This is an optimization exercise on Yosys and OpenROAD, whose aim is small area, a short achievable clock period and few clock cycles per item, not a production implementation.
No functional check of the RTL was part of any run shown here.
No activity file was given, so power comes from the tool's default toggle rates.

### run.sh
#!/bin/bash
# synth_recipe.tcl (not shown) runs the flow's synth.tcl, then flattens the netlist and writes it again
# the make line also repeats each setting of config.mk as NAME=value (left out here)
make -C /OpenROAD-flow-scripts/flow DESIGN_CONFIG=/design/flow/config.mk WORK_HOME=/design/flow/orfs CLKGATE_MAP_FILE= SYNTH_SCRIPT=/design/flow/synth_recipe.tcl finish
### config.mk
export PLATFORM = sky130hd
export DESIGN_NAME = wildcard_byte_signature_scanner
export DESIGN_NICKNAME = wildcard_byte_signature_scanner
export VERILOG_FILES = /design/flow/design.v
export SDC_FILE = /design/flow/constraint.sdc
export NUM_CORES = 4
export LEC_CHECK = 0
export CAP_MARGIN = 30
export CORE_MARGIN = 2
export CORE_UTILIZATION = 40
export SLEW_MARGIN = 25
### constraint.sdc
create_clock -name core_clock -period 5.5 [get_ports {clk_i}]
set_input_delay 1.1000 -clock core_clock [delete_from_list [all_inputs] [get_ports {clk_i}]]
set_output_delay 1.1000 -clock core_clock [all_outputs]
set_load 0.01 [all_outputs]
### design.v
package sbs_pkg;
  localparam int MaxSigLen  = 48;
  localparam int SigRegs    = 6;
  localparam int SigRegW    = 64;
  localparam int LenBits    = 6;
  localparam int OffsetBits = 32;
  localparam int CfgIdxW    = 3;
endpackage
import sbs_pkg::*;
module sbs_cfg (
  input  logic                                clk_i,
  input  logic                                rst_ni,
  input  logic                                cfg_we_i,
  input  logic [sbs_pkg::CfgIdxW-1:0]         cfg_index_i,
  input  logic [sbs_pkg::SigRegW-1:0]         cfg_data_i,
  output logic [sbs_pkg::MaxSigLen-1:0][7:0]  sig_o,      
  output logic [sbs_pkg::SigRegs-1:0]         sig_wr_o,   
  output logic [sbs_pkg::MaxSigLen-1:0]       wild_o,     
  output logic [sbs_pkg::LenBits-1:0]         lm1_o       
);
  logic [SigRegs-1:0][SigRegW-1:0] sig_q;
  logic [SigRegs-1:0]              sig_wr_q;
  logic [MaxSigLen-1:0]            wild_q;
  logic                            wild_wr_q;
  logic [LenBits-1:0]              lm1_q;
  logic [LenBits-1:0]              lm1_d;
  always_comb begin
    if (cfg_data_i[LenBits-1:0] == '0) begin
      lm1_d = '0;
    end else if (cfg_data_i[LenBits-1:0] > 6'd48) begin
      lm1_d = 6'd47;
    end else begin
      lm1_d = cfg_data_i[LenBits-1:0] - 6'd1;
    end
  end
  always_ff @(posedge clk_i) begin
    for (int r = 0; r < SigRegs; r++) begin
      if (cfg_we_i && cfg_index_i == 3'(r)) sig_q[r] <= cfg_data_i;
    end
    if (cfg_we_i && cfg_index_i == 3'd6) wild_q <= cfg_data_i[MaxSigLen-1:0];
  end
  always_ff @(posedge clk_i or negedge rst_ni) begin
    if (!rst_ni) begin
      sig_wr_q  <= '0;
      wild_wr_q <= 1'b0;
      lm1_q     <= '0;
    end else if (cfg_we_i) begin
      for (int r = 0; r < SigRegs; r++) begin
        if (cfg_index_i == 3'(r)) sig_wr_q[r] <= 1'b1;
      end
      if (cfg_index_i == 3'd6) wild_wr_q <= 1'b1;
      if (cfg_index_i == 3'd7) lm1_q     <= lm1_d;
    end
  end
  assign sig_o    = sig_q;
  assign sig_wr_o = sig_wr_q;
  assign wild_o   = wild_q & {MaxSigLen{wild_wr_q}};
  assign lm1_o    = lm1_q;
endmodule
import sbs_pkg::*;
module sbs_match (
  input  logic                                clk_i,
  input  logic                                rst_ni,
  input  logic                                fire_i,      
  input  logic [7:0]                          byte_i,
  input  logic                                last_i,
  input  logic [sbs_pkg::MaxSigLen-1:0][7:0]  sig_i,
  input  logic [sbs_pkg::SigRegs-1:0]         sig_wr_i,
  input  logic [sbs_pkg::MaxSigLen-1:0]       wild_i,
  input  logic [sbs_pkg::LenBits-1:0]         lm1_i,
  output logic                                hit_o,       
  output logic                                produce_o,   
  output logic [sbs_pkg::OffsetBits-1:0]      offset_o     
);
  logic [MaxSigLen-1:0]  st_q, st_d, pos_ok, sel;
  logic                  first_q;       
  logic                  reported_q;    
  logic                  reported;
  logic [OffsetBits-1:0] ofs_q, ofs_d;
  logic                  zero_byte;
  logic                  sat;
  logic [LenBits-1:0]    lenv;
  assign zero_byte = (byte_i == 8'h00);
  always_comb begin
    for (int j = 0; j < MaxSigLen; j++) begin
      pos_ok[j] = wild_i[j] || (sig_wr_i[j/8] ? (byte_i == sig_i[j]) : zero_byte);
      sel[j]    = (lm1_i == 6'(j));
    end
    st_d[0] = pos_ok[0];
    for (int j = 1; j < MaxSigLen; j++) begin
      st_d[j] = pos_ok[j] && st_q[j-1] && !first_q;
    end
  end
  assign reported  = reported_q && !first_q;
  assign hit_o     = |(st_d & sel) && !reported;
  assign produce_o = hit_o || (last_i && !reported);
  assign lenv = lm1_i + 6'd1;
  assign sat  = (ofs_q == {26'h3ffffff, ~lenv});
  always_comb begin
    if (last_i && !hit_o) begin
      ofs_d = '0;
    end else if (first_q) begin
      ofs_d = 32'd0 - {26'd0, lm1_i};
    end else if (sat) begin
      ofs_d = ofs_q;
    end else begin
      ofs_d = ofs_q + 32'd1;
    end
  end
  always_ff @(posedge clk_i) begin
    if (fire_i) begin
      st_q  <= st_d;
      ofs_q <= ofs_d;
    end
  end
  always_ff @(posedge clk_i or negedge rst_ni) begin
    if (!rst_ni) begin
      first_q    <= 1'b1;
      reported_q <= 1'b0;
    end else if (fire_i) begin
      first_q    <= last_i;
      reported_q <= reported || hit_o;
    end
  end
  assign offset_o = ofs_q;
endmodule
module wildcard_byte_signature_scanner (
  input  logic                           clk_i,
  input  logic                           rst_ni,
  input  logic                           cfg_we_i,
  input  logic [sbs_pkg::CfgIdxW-1:0]    cfg_index_i,
  input  logic [sbs_pkg::SigRegW-1:0]    cfg_data_i,
  input  logic                           in_valid_i,
  output logic                           in_stall_o,
  input  logic [7:0]                     data_byte_i,
  input  logic                           region_last_i,
  output logic                           out_valid_o,
  input  logic                           out_stall_i,
  output logic                           found_o,
  output logic [sbs_pkg::OffsetBits-1:0] match_offset_o
);
  logic [sbs_pkg::MaxSigLen-1:0][7:0] sig;
  logic [sbs_pkg::SigRegs-1:0]        sig_wr;
  logic [sbs_pkg::MaxSigLen-1:0]      wild;
  logic [sbs_pkg::LenBits-1:0]        lm1;
  logic       in_valid_q;
  logic [7:0] byte_q;
  logic       last_q;
  logic       out_valid_q;
  logic       found_q;
  logic       advance;
  logic       accept;
  logic       hit;
  logic       produce;
  assign advance    = in_valid_q && !(out_valid_q && out_stall_i);
  assign in_stall_o = in_valid_q && out_valid_q;
  assign accept     = in_valid_i && !in_stall_o;
  sbs_cfg u_cfg (
    .clk_i       (clk_i),
    .rst_ni      (rst_ni),
    .cfg_we_i    (cfg_we_i),
    .cfg_index_i (cfg_index_i),
    .cfg_data_i  (cfg_data_i),
    .sig_o       (sig),
    .sig_wr_o    (sig_wr),
    .wild_o      (wild),
    .lm1_o       (lm1)
  );
  sbs_match u_match (
    .clk_i     (clk_i),
    .rst_ni    (rst_ni),
    .fire_i    (advance),
    .byte_i    (byte_q),
    .last_i    (last_q),
    .sig_i     (sig),
    .sig_wr_i  (sig_wr),
    .wild_i    (wild),
    .lm1_i     (lm1),
    .hit_o     (hit),
    .produce_o (produce),
    .offset_o  (match_offset_o)
  );
  always_ff @(posedge clk_i or negedge rst_ni) begin
    if (!rst_ni) begin
      in_valid_q <= 1'b0;
    end else if (accept) begin
      in_valid_q <= 1'b1;
    end else if (advance) begin
      in_valid_q <= 1'b0;
    end
  end
  always_ff @(posedge clk_i) begin
    if (accept) begin
      byte_q <= data_byte_i;
      last_q <= region_last_i;
    end
  end
  always_ff @(posedge clk_i or negedge rst_ni) begin
    if (!rst_ni) begin
      out_valid_q <= 1'b0;
    end else if (advance) begin
      out_valid_q <= produce;
    end else if (!out_stall_i) begin
      out_valid_q <= 1'b0;
    end
  end
  always_ff @(posedge clk_i) begin
    if (advance) begin
      found_q <= hit;
    end
  end
  assign out_valid_o = out_valid_q;
  assign found_o     = found_q;
endmodule
==> summary.txt, run 1 <==
===============================================================================================
Number of failing setup endpoints in the final timing report                                  0
Number of resized instances in the post-cts repair step                                       0
Number of synthesized flops with an enable pin                                              521
Starting density of the core                                                              40.2%
Global-route usage over all layers                                                        22.6%
Remaining design rule violation count                                                         0
Number of sinks driven by the clock tree                                                    538
Number of H-tree levels                                                                       2
Total negative slack for setup checks                                                      0 ps
Via count                                                                                 15400
Dpl cell area                                                                         26800 µm²
Sequential cell area                                                                  16100 µm²
CTS Buf Count                                                                                57
Final routed wire length divided by cell count                                          26.2 µm
Post-Synthesis Net Count                                                                   1889
Data arrival time of the critical path                                                  4730 ps
Starting DRT DRC Count                                                                     1255
GR peak layer                                                                              met2
Highest achievable clock rate                                                           226 MHz
Maximum fanout along the worst path                                                          32
Detailed Place HPWL                                                                     47.1 mm
Antenna violation net count after detailed routing                                            0
Global-route congestion overflow total                                                        0
Pin slew with the least headroom to its limit                                            978 ps
Core ar.                                                                              61400 µm²
Hold Crit Class                                                                         reg2reg
Total inserted antenna cells                                                                  0
Clock tree from TritonCTS                                                                 built
Unrepaired setup endpoints after global routing                                           false
Pin count of the biggest net entering global routing                                         66
Max_slew headroom                                                                         34.8%
CP Class                                                                                reg2reg
Final estimated routing congestion in global placement                                    0.989
Maximum clock path buffer count                                                               3
WHS                                                                                      599 ps
Count of mapped cells out of synthesis                                                     1801
Post-CTS setup buffer count                                                                   0
Antenna violations before repair                                                              0
Die Span Y                                                                               252 µm
M1 GR Usage                                                                               30.8%
Critical path endpoint category                                                            flop
Final hold violation count                                                                    0
Number of fillers in the final layout                                                      5386
Post-route fraction of the period consumed by the critical path                           80.3%
Netlist cell types                                                                           76
Yosys reg bits                                                                              538
Share of cells above drive strength 1                                                     9.15%
Count of pins over their slew limit                                                           0
Global routing met3 resource utilization                                                  3.43%
Largest vdd supply drop                                                                0.275 mV
Number of warnings printed during yosys synthesis                                             3
Worst-case clock skew                                                                   11.7 ps
Layout-stage area growth over the synthesis result                                        16.2%
Total I/O pin count                                                                         116
Input/output buffers                                                                        115
Total of hold buffers inserted after clock tree synthesis                                     0
First-pass GRT wire length                                                               104 mm
Met2 Track Usage GR                                                                       37.4%
Total wire length after detailed routing                                                72.4 mm
Vias per cell                                                                              5.57
First-pass iteration count of the detailed router                                             7
Number of placement rows                                                                     91
Clock latency on the worst-skew pair                                                     610 ps
Footprint of the multi-input gates                                                     8050 µm²
Kind of start point of the critical path                                                   flop
Area enclosed by the die boundary                                                     63700 µm²
Clock input transition at the sequential cells of the worst setup and hold paths          60 ps
Via count of the first global-routing pass                                                14900
Share of async-settable or async-resettable flops after synthesis                         3.16%
Final Cell Area                                                                       28700 µm²
Time the final worst path needs with I/O delays and setup                               4420 ps
Number of non-filler instances in the completed layout                                     2758
Width of the die                                                                         252 µm
DP Cell Count                                                                              2649
Avg Inst Size Synth                                                                    13.7 µm²
Commonest non-fill, non-tap cells in the layout                                    edfxtp_1, xnor2_1, xor2_1, nand2_1, clkdlybuf4s50_1
Status                                                                 timing/DRC/antenna clean
Max-cap check violation count                                                                 0
Post-synthesis instance area                                                          24700 µm²
Final nets                                                                                 2010
PD cells                                                                             404 nW/µm²
Sequential element share of the synthesized area                                          65.1%
Dominant synthesized flop cell                                                         edfxtp_1
Leakage power figure                                                                    9.50 nW
Commonest non-fill, non-tap cell in the layout                                         edfxtp_1
Critical path data required time                                                        5820 ps
CTS root buf                                                                          clkbuf_16
===============================================================================================
==> report_power, final <==
part	total [mW]	switching (mW)	internal, mW
clock	3.83	1.60	2.22
combinational	2.36	1.39	0.968
sequential	5.40	0.386	5.01
total	11.6	3.38	8.20
==> metrics by stage <==
stage | setup slack, ps | total power, mW | utilization (%)
5_1_grt | 842 | 12.0 | 46.7
6_report | 1080 | 11.6 | 46.7
3_3_place_gp | 1100 | 7.78 | 43.6
3_5_place_dp | 972 | 7.82 | 43.7
2_1_floorplan | 1000 | 6.82 | -
4_1_cts | 950 | 11.6 | 46.6
==> layer usage <==
metal / wire (µm) / part of all wire [%]
met1: 31600 / 44
met5: 0 / 0
met4: 2260 / 3.1
met3: 3970 / 5.5
met2: 34600 / 48
==> worst max-delay path: stages (launching register included) <==
cell      delay, ps
edfxtp_1        420
or4_1           750
nor3_2          700
a21oi_1         280
o22ai_1         420
a32oi_1         120
a41oi_1         370
buf_4           210
nor3_1           90
clkbuf_2        210
a41o_1          270
buf_4           270
==> cell usage after synthesis, types with 4 or more instances <==
cell	number	area (µm²)
clkbuf_1	35	131
a21o_1	5	37.5
a311oi_1	5	43.8
nand4b_1	4	35.0
nand2_1	129	484
nor4_1	39	244
a211oi_1	5	37.5
nand4_1	73	457
a31oi_1	8	50.1
o21ai_0	21	105
buf_4	33	248
o22ai_1	11	68.8
or4_1	4	30.0
a41o_1	4	40.0
or2_2	8	50.1
o211ai_1	6	45.0
buf_2	26	130
or3_1	10	62.6
nor3b_1	5	37.5
a21oi_1	35	175
xor2_1	192	1680
and4_1	5	43.8
edfxtp_1	521	15600
inv_1	16	60.1
buf_6	4	45.0
nor2b_1	15	93.8
and2_1	12	75.1
xnor2_1	234	2050
ha_1	7	87.6
a32oi_1	4	35.0
nand3_1	67	335
nand2b_1	6	37.5
a41oi_1	4	35.0
nor3_1	49	245
dfrtp_1	16	400
and3_1	29	181
a31oi_2	20	250
o211a_1	7	70.1
nor2_1	70	263
==> path summary, 6_finish.rpt <==
check / slack, ps / from / end / cells past startpoint
worst min register to register: 600 / u_cfg.lm1_q[1] / u_cfg.lm1_q[1] / 2
max in group asynchronous: 4330 / rst_ni / u_match.first_q / 2
min in group asynchronous: 870 / rst_ni / out_valid_q / 2
worst max register to register: 1080 / byte_q[4] / u_match.ofs_q[6] / 11
worst min-delay path: 600 / u_cfg.lm1_q[1] / u_cfg.lm1_q[1] / 2
worst max-delay path: 1080 / byte_q[4] / u_match.ofs_q[6] / 11
==> state kept, by name (all words and copies together), names as in the netlist <==
signal              flops
u_match.reported_q      1
u_cfg.wild_wr_q         1
byte_q                  8
u_match.first_q         1
u_cfg.lm1_q             6
out_valid_q             1
found_q                 1
u_cfg.wild_q           48
u_cfg.sig_wr_q          6
in_valid_q              1
u_match.st_q           47
u_cfg.sig_q           384
last_q                  1
u_match.ofs_q          32
==> final cells by class <==
| cell class | count | area share [%] |
|---|---|---|
| clock inverters | 39 | 1.31 |
| repair buffers | 163 | 5.80 |
| well taps | 790 | 3.45 |
| flip-flops and latches | 538 | 56.1 |
| clock buffers | 66 | 5.09 |
| inverters | 16 | 0.209 |
| multi-input cells | 1146 | 28.1 |
==> cell families after synthesis <==
kind of cell / Yosys count / share of synthesized area, %
fa+ha+maj: 7 / 0.355
simple gates: 540 / 11.4
xor+xnor: 426 / 15.1
buf+inv: 117 / 2.54
mux: 2 / 0.0811
compound gates: 171 / 5.36
flops: 538 / 65.1
==> inputs of run 2 (changes only) <==
--- a/config.mk
+++ b/config.mk
@@ -5,7 +5,9 @@
 export SDC_FILE = /design/flow/constraint.sdc
 export NUM_CORES = 4
 export LEC_CHECK = 0
+export ABC_CLOCK_PERIOD_IN_PS = 3000
 export CAP_MARGIN = 30
 export CORE_MARGIN = 2
 export CORE_UTILIZATION = 40
+export SETUP_SLACK_MARGIN = 2.5
 export SLEW_MARGIN = 25
==> summary.txt, run 2 <==
===============================================================================================
Global-route usage over all layers                                                        24.9%   +2.3 points
Layout-stage area growth over the synthesis result                                        21.7%
Number of synthesized flops with an enable pin                                              521   unchanged
Data arrival time of the critical path                                                  3690 ps   -1040 ps
Library cell with the highest instance count after synthesis                           edfxtp_1
Total wire length after detailed routing                                                79.4 mm   +9.7%
Unrepaired setup endpoints after global routing                                            true
CTS root buf                                                                          clkbuf_16
Kind of start point of the critical path                                                   flop
First-pass GRT wire length                                                               114 mm   +9.1%
Max_slew headroom                                                                         39.6%   +4.8 points
Total inserted antenna cells                                                                  0   unchanged
Detailed Place HPWL                                                                     47.5 mm   +0.73%
Clock input transition at the sequential cells of the worst setup and hold paths          60 ps   about the same
Post-Synthesis Net Count                                                                   1889   unchanged
R2R Path Start                                                                     u_cfg.lm1_q[1]
Time the final worst path needs with I/O delays and setup                               3380 ps   -1040 ps
Count of mapped cells out of synthesis                                                     1801   unchanged
Commonest non-fill, non-tap cell in the layout                                         edfxtp_1
Starting density of the core                                                              40.2%   unchanged
Maximum fanout along the worst path                                                           7   -78%
Final estimated routing congestion in global placement                                    0.996   +0.73%
Maximum clock path buffer count                                                               3   unchanged
Remaining design rule violation count                                                         0   unchanged
Final nets                                                                                 2076   +3.3%
Largest regs                                                                       u_cfg.sig_q x384, u_cfg.wild_q x48, u_match.st_q x47
Number of cells on the worst reg-to-reg path                                                 14   +3
CP max stage cell                                                                         or4_4
Pin slew with the least headroom to its limit                                            904 ps   -74.0 ps
Share of async-settable or async-resettable flops after synthesis                         3.16%   unchanged
Number of failing setup endpoints in the final timing report                                  0   unchanged
Number of cells on the worst hold path                                                        2   unchanged
Number of non-filler instances in the completed layout                                     2826   +2.5%
Number of sinks driven by the clock tree                                                    538   unchanged
Netlist cell types                                                                           76   unchanged
Status                                                                 timing/DRC/antenna clean
Leading post-synthesis cells by cell area                                          edfxtp_1, xnor2_1, xor2_1
Capture point of the worst reg-to-reg path                                         u_match.ofs_q[25]
CTS Buf Count                                                                                57   unchanged
DP Cell Count                                                                              2647   -0.076%
Total I/O pin count                                                                         116   unchanged
PD cells                                                                             407 nW/µm²   +0.80%
Die Span Y                                                                               252 µm   unchanged
Critical path endpoint category                                                            flop
Highest achievable clock rate                                                           296 MHz   +31%
Hold Crit Class                                                                         reg2reg
Post-route fraction of the period consumed by the critical path                           61.5%   -19 points
Sequential element share of the synthesized area                                          65.1%   unchanged
Stage delay of the slowest cell on the critical path                                     620 ps   -130 ps
Vias per cell                                                                              5.71   +2.6%
Largest vdd supply drop                                                                0.221 mV   -20%
CP Class                                                                                reg2reg
Number of placement rows                                                                     91   unchanged
Flip-flop count of the largest register after layout                                        384   unchanged
Share of the synthesized area in the top cell type                                        63.4%   unchanged
Most frequent cells after synthesis                                                edfxtp_1, xnor2_1, xor2_1
Antenna violation net count after detailed routing                                            0   unchanged
Commonest non-fill, non-tap cells in the layout                                    edfxtp_1, xnor2_1, xor2_1, nand2_1, clkdlybuf4s50_1
Clock latency on the worst-skew pair                                                     620 ps   about the same
CP Cell Sequence                                                                   inv_2, ha_4, buf_4, nor2b_2, nand4_1, buf_4, o22ai_1, nor4_1, nand4_1, or4_4, o21ai_4, buf_6, buf_12, a31oi_2
Antenna violations before repair                                                              0   unchanged
Area enclosed by the die boundary                                                     63700 µm²   unchanged
Max-cap check violation count                                                                 0   unchanged
Total negative slack for setup checks                                                      0 ps   unchanged
Dominant synthesized flop cell                                                         edfxtp_1
Post-layout total power                                                                 12.2 mW   +5.5%
Starting DRT DRC Count                                                                     1741   +39%
Leading area contributor after synthesis                                               edfxtp_1
Pin count of the biggest net entering global routing                                         66   unchanged
Clock tree from TritonCTS                                                                 built
Global-route congestion overflow total                                                        0   unchanged
Via count                                                                                 16100   +5.1%
Kind of cell adding the most delay to the critical path                            simple AND/OR/NAND/NOR gates
Share of cells above drive strength 1                                                     15.5%   +6.3 points
Number of buffer and inverter instances along the worst setup path                            5   +2
Worst-case clock skew                                                                   23.5 ps   +11.7 ps
Post-synthesis instance area                                                          24700 µm²   unchanged
Yosys reg bits                                                                              538   unchanged
Input/output buffers                                                                        115   unchanged
Final hold violation count                                                                    0   unchanged
Top reg by flops                                                                    u_cfg.sig_q
Via count of the first global-routing pass                                                15600   +4.5%
Leakage power figure                                                                    10.1 nW   +6.0%
First-pass iteration count of the detailed router                                             6   -1
Reg-to-reg slack, setup                                                                 2120 ps   +1040 ps
Number of warnings printed during yosys synthesis                                             3   unchanged
Avg Inst Size Synth                                                                    13.7 µm²   unchanged
Hold Path Sink                                                                     u_cfg.lm1_q[1]
Count of pins over their slew limit                                                           0   unchanged
Final core utilization                                                                    48.9%   +2.2 points
Core ar.                                                                              61400 µm²   unchanged
Final routed wire length divided by cell count                                          28.1 µm   +7.1%
WHS                                                                                      573 ps   -26.5 ps
Critical hold path startpoint                                                      u_cfg.lm1_q[1]
Critical path data required time                                                        5810 ps   about the same
Width of the die                                                                         252 µm   unchanged
Number of H-tree levels                                                                       2   unchanged
===============================================================================================
-- run 2: cell counts after synthesis --
Identical to the previous run, type by type.
-- run 2: report_power, final --
| group | internal (mW) | switching, mW | total, mW | leakage, nW |
|---|---|---|---|---|
| clock network | 2.38 | 1.61 | 3.99 | 0.955 |
| logic | 1.22 | 1.62 | 2.85 | 4.12 |
| registers | 5.01 | 0.370 | 5.38 | 4.99 |
| total | 8.62 | 3.61 | 12.2 | 10.1 |
-- run 2: layer usage --
layer | vias to the layer above | track usage, % | routed length (µm)
met2 | 698 | 40.4 | 37400
met5 | - | 0 | 0
met4 | 0 | 8.72 | 2980
met3 | 146 | 3.42 | 5040
li1 | 7045 | - | -
met1 | 8253 | 34.3 | 34000
-- run 2: how the worst max path moves through the flow --
stage | from | endpoint | depth (start not counted)
global placement | byte_q[5] | u_match.ofs_q[23] | 10
detailed placement | byte_q[5] | u_match.ofs_q[10] | 10
floorplan | cfg_index_i[0] | u_cfg.sig_q[0] | 2
global route | u_match.first_q | u_match.ofs_q[24] | 12
finish | u_cfg.lm1_q[1] | u_match.ofs_q[25] | 14
CTS | u_cfg.lm1_q[1] | u_match.ofs_q[23] | 10
-- run 2: cell type report --
class | instances | area (µm²)
clock buffer | 75 | 1570
multi-input combinational | 1150 | 8490
timing repair buffer | 224 | 2440
fill | 5275 | 31400
tap | 790 | 988
sequential | 538 | 16100
clock inverter | 32 | 370
inverter | 16 | 63.8
timing repair inverter | 1 | 5.00
-- run 2: per-stage QoR --
step                area (µm²)  setup slack (ps)
floorplan                24800              2210
global placement         26800              1350
detailed placement       26800              1330
CTS                      29800              2020
global route             30000              2040
finish                   30000              2120
-- run 2: timing repair --
action | 4_1_cts | 5_1_grt
cloned | 13 | 0
buffers inserted | 51 | 6
hold endpoints to repair | 0 | 0
pin swaps | 29 | 18
resized for setup | 83 | 29
setup endpoints to repair | 73 | 93
hold buffers | 0 | 0
-- run 2: kinds of logic after synthesis --
logic type / after synthesis / synth area share, %
DFF: 538 / 65.1
adders and majority gates: 7 / 0.355
muxes: 2 / 0.0811
and+or+nand+nor: 540 / 11.4
AOI/OAI and AO/OA: 171 / 5.36
buffers and inverters: 117 / 2.54
xor gates and xnor gates: 426 / 15.1
-- run 2: worst min-delay path: stages (launching register included) --
cell     delay (ps)
dfrtp_2         410
nand2_1          60
o21ai_0          70
==> inputs of run 3 (changes only) <==
--- a/config.mk
+++ b/config.mk
@@ -5,9 +5,9 @@
 export SDC_FILE = /design/flow/constraint.sdc
 export NUM_CORES = 4
 export LEC_CHECK = 0
-export ABC_CLOCK_PERIOD_IN_PS = 3000
+export ABC_CLOCK_PERIOD_IN_PS = 2500
 export CAP_MARGIN = 30
 export CORE_MARGIN = 2
 export CORE_UTILIZATION = 40
-export SETUP_SLACK_MARGIN = 2.5
+export SETUP_SLACK_MARGIN = 3.0
 export SLEW_MARGIN = 25
==> summary.txt, run 3 <==
===============================================================================================
Via count of the first global-routing pass                                                16000   +2.7%
Number of placement rows                                                                     91   unchanged
Vias per cell                                                                              5.65   -1.0%
Max_slew headroom                                                                         29.5%   -10 points
Final worst setup slack                                                                 1940 ps   -182 ps
Pre-CTS setup slack                                                                     1290 ps   -35.5 ps
Number of sinks driven by the clock tree                                                    538   unchanged
Number of synthesized flops with an enable pin                                              521   unchanged
Yosys reg bits                                                                              538   unchanged
Final Cell Area                                                                       30600 µm²   +2.0%
Critical path data required time                                                        5870 ps   +60 ps
M1 GR Usage                                                                               33.8%   -0.57 points
Count of mapped cells out of synthesis                                                     1801   unchanged
Maximum fanout along the worst path                                                          11   +4
Total inserted antenna cells                                                                  0   unchanged
Worst-case clock skew                                                                   34.4 ps   +11.0 ps
Sequential cell area                                                                  16100 µm²   about the same
Dpl cell area                                                                         26900 µm²   +0.27%
Top reg by flops                                                                    u_cfg.sig_q
Starting density of the core                                                              40.2%   unchanged
Final nets                                                                                 2150   +3.6%
Data arrival time of the critical path                                                  3930 ps   +240 ps
Number of buffer and inverter instances along the worst setup path                            4   -1
Post-synthesis instance area                                                          24700 µm²   unchanged
Hold Crit Class                                                                         reg2reg
First-pass GRT wire length                                                               115 mm   +0.87%
Final estimated routing congestion in global placement                                    0.945   -5.1%
Global-route congestion overflow total                                                        0   unchanged
Number of cells on the worst reg-to-reg path                                                 12   -2
Layout-stage area growth over the synthesis result                                        24.1%
Leading area contributor after synthesis                                               edfxtp_1
CP Cell Sequence                                                                   buf_4, or4_4, or3_4, a32oi_4, or4_4, a2111o_1, or4_4, buf_4, buf_6, nor3_4, buf_4, a21oi_1
Status                                                                 timing/DRC/antenna clean
CTS Buf Count                                                                                58   +1.8%
Number of warnings printed during yosys synthesis                                             3   unchanged
Critical path endpoint category                                                            flop
Stage delay of the slowest cell on the critical path                                     580 ps   -40 ps
Remaining design rule violation count                                                         0   unchanged
Flip-flop count of the largest register after layout                                        384   unchanged
Netlist cell types                                                                           76   unchanged
Dominant synthesized flop cell                                                         edfxtp_1
Kind of start point of the critical path                                                   flop
Die Span Y                                                                               252 µm   unchanged
Area enclosed by the die boundary                                                     63700 µm²   unchanged
Share of the synthesized area in the top cell type                                        63.4%   unchanged
Input/output buffers                                                                        115   unchanged
Core ar.                                                                              61400 µm²   unchanged
GR peak layer                                                                              met2
CTS root buf                                                                          clkbuf_16
Pin count of the biggest net entering global routing                                         52   -21%
Kind of cell adding the most delay to the critical path                            simple AND/OR/NAND/NOR gates
Global-route usage over all layers                                                        25.1%   +0.21 points
Maximum clock path buffer count                                                               3   unchanged
Share of cells above drive strength 1                                                     18.0%   +2.5 points
Pin slew with the least headroom to its limit                                           1050 ps   +144 ps
Most frequent cells after synthesis                                                edfxtp_1, xnor2_1, xor2_1
Total wire length after detailed routing                                                81.0 mm   +2.0%
Clock latency on the worst-skew pair                                                     640 ps   +20 ps
Number of H-tree levels                                                                       2   unchanged
Commonest non-fill, non-tap cells in the layout                                    edfxtp_1, xnor2_1, xor2_1, nand2_1, buf_4
CP Class                                                                                reg2reg
Total negative slack for setup checks                                                      0 ps   unchanged
First-pass iteration count of the detailed router                                             6   unchanged
Met2 Track Usage GR                                                                       41.3%   +0.91 points
Library cell with the highest instance count after synthesis                           edfxtp_1
Number of fillers in the final layout                                                      5224   -0.97%
Leading post-synthesis cells by cell area                                          edfxtp_1, xnor2_1, xor2_1
Total of hold buffers inserted after clock tree synthesis                                     0   unchanged
Largest vdd supply drop                                                                0.254 mV   +15%
PD cells                                                                             402 nW/µm²   -1.4%
Clock tree from TritonCTS                                                                 built
CP max stage cell                                                                         or4_4
Number of cells on the worst hold path                                                        2   unchanged
Highest achievable clock rate                                                           281 MHz   -5.1%
Antenna violation net count after detailed routing                                            0   unchanged
Via count                                                                                 16400   +1.5%
Largest regs                                                                       u_cfg.sig_q x384, u_cfg.wild_q x48, u_match.st_q x47
Avg Inst Size Synth                                                                    13.7 µm²   unchanged
Antenna violations before repair                                                              1   +1
Final hold violation count                                                                    0   unchanged
Time the final worst path needs with I/O delays and setup                               3560 ps   +182 ps
Post-route fraction of the period consumed by the critical path                           64.8%   +3.3 points
Clock input transition at the sequential cells of the worst setup and hold paths          60 ps   about the same
Leakage power figure                                                                    10.5 nW   +4.3%
Share of async-settable or async-resettable flops after synthesis                         3.16%   unchanged
Width of the die                                                                         252 µm   unchanged
Total I/O pin count                                                                         116   unchanged
Footprint of the multi-input gates                                                     8650 µm²   +1.9%
Detailed Place HPWL                                                                     49.0 mm   +3.3%
Count of pins over their slew limit                                                           0   unchanged
Sequential element share of the synthesized area                                          65.1%   unchanged
Post-Synthesis Net Count                                                                   1889   unchanged
Number of failing setup endpoints in the final timing report                                  0   unchanged
Final core utilization                                                                    49.9%   +1.0 points
Commonest non-fill, non-tap cell in the layout                                         edfxtp_1
Max-cap check violation count                                                                 0   unchanged
Number of gates on the worst path with buffers counted                                       12   -2
Final routed wire length divided by cell count                                          27.9 µm   -0.60%
Starting DRT DRC Count                                                                     1703   -2.2%
Global routing met3 resource utilization                                                  3.48%   +0.062 points
Unrepaired setup endpoints after global routing                                            true
===============================================================================================
-- run 3: worst paths after layout --
kind,endpoint,slack [ps],start
min in group asynchronous,in_valid_q,860,rst_ni
max in group asynchronous,u_match.first_q,4320,rst_ni
max,u_match.ofs_q[3],1940,byte_q[5]
max reg2reg,u_match.ofs_q[3],1940,byte_q[5]
min reg2reg,u_match.reported_q,570,u_match.reported_q
min,u_match.reported_q,570,u_match.reported_q
-- run 3: repair_timing --
action | in CTS | in global routing
endpoints found under the hold margin | 0 | 0
setup buffers | 90 | 31
resized for setup | 133 | 58
setup endpoints to repair | 304 | 209
gates cloned | 12 | 1
pin swaps | 18 | 23
-- run 3: logic make-up after synthesis --
kind of cell / after synthesis / share of synthesized area [%]
AO/OA/AOI/OAI: 171 / 5.36
XOR/XNOR: 426 / 15.1
adder cells (fa/ha/maj): 7 / 0.355
buffers and inverters: 117 / 2.54
flip-flops: 538 / 65.1
multiplexers: 2 / 0.0811
AND/OR/NAND/NOR: 540 / 11.4
-- run 3: tightest hold or removal path, stage by stage (launching register included) --
cell,delay (ps)
dfrtp_1,390
nor2_1,100
a31oi_1,50
-- run 3: layout make-up --
type,instances,area share (%)
flip-flops and latches,538,52.5
multi-input cells,1152,28.2
repair buffers,296,9.80
clock buffers,80,5.08
well taps,790,3.23
clock inverters,27,0.911
inverters,16,0.217
-- run 3: routing by layer --
metal / wire length, µm / vias up
li1: - / 7207
met1: 33900 / 8344
met2: 38300 / 675
met3: 5180 / 160
met4: 3580 / 2
met5: 15 / -
-- run 3: through the flow --
step	hold WS, ps	std cells	power (mW)
final	574	2899	12.3
after global routing	619	2899	12.7
after CTS	567	2867	12.1
after detailed placement	563	2658	7.86
after global placement	563	2657	7.84
after floorplan	526	1801	6.84
-- run 3: power breakdown --
part	leakage, nW	switching (mW)	total (mW)	internal (mW)
clock	0.885	1.62	3.83	2.21
sequential	4.99	0.299	5.31	5.01
combinational	4.62	1.80	3.17	1.37
total	10.5	3.72	12.3	8.58

## separate check: timing with driven ports
No port has a modelled driver above. Below, the same layouts with a new extraction and two added sets of constraints. Step 1, drivers: a clkbuf_16 drives clk_i and a buf_2 each remaining input, both assumed. Step 2 adds t to the input delays and takes it off the output delays; t is the mean of the earliest and latest rising clock arrival at the registers after step 1. Input paths then give back, and output paths get back, about the clock's delay inside the block. Slacks: no drivers / after step 1 / after step 2; pairs: no drivers / after step 1.
run	shift t [ns]	setup WS [ns]	worst setup path after step 2	slew at the worst register clock pin (ns)	worst slew at a driven data input, ns
run 1	0.667	1.081 / 1.081 / 1.081	register to register	0.07 / 0.07	0.06
run 2	0.665	2.119 / 2.119 / 1.943	input to register	0.06 / 0.06	0.06
run 3	0.676	1.937 / 1.937 / 1.937	register to register	0.07 / 0.07	0.04
After both steps every run listed still meets setup and hold. For run 2, which loses most, drivers alone change the setup slack by 0.000 ns; drivers and shift together by -0.176 ns.
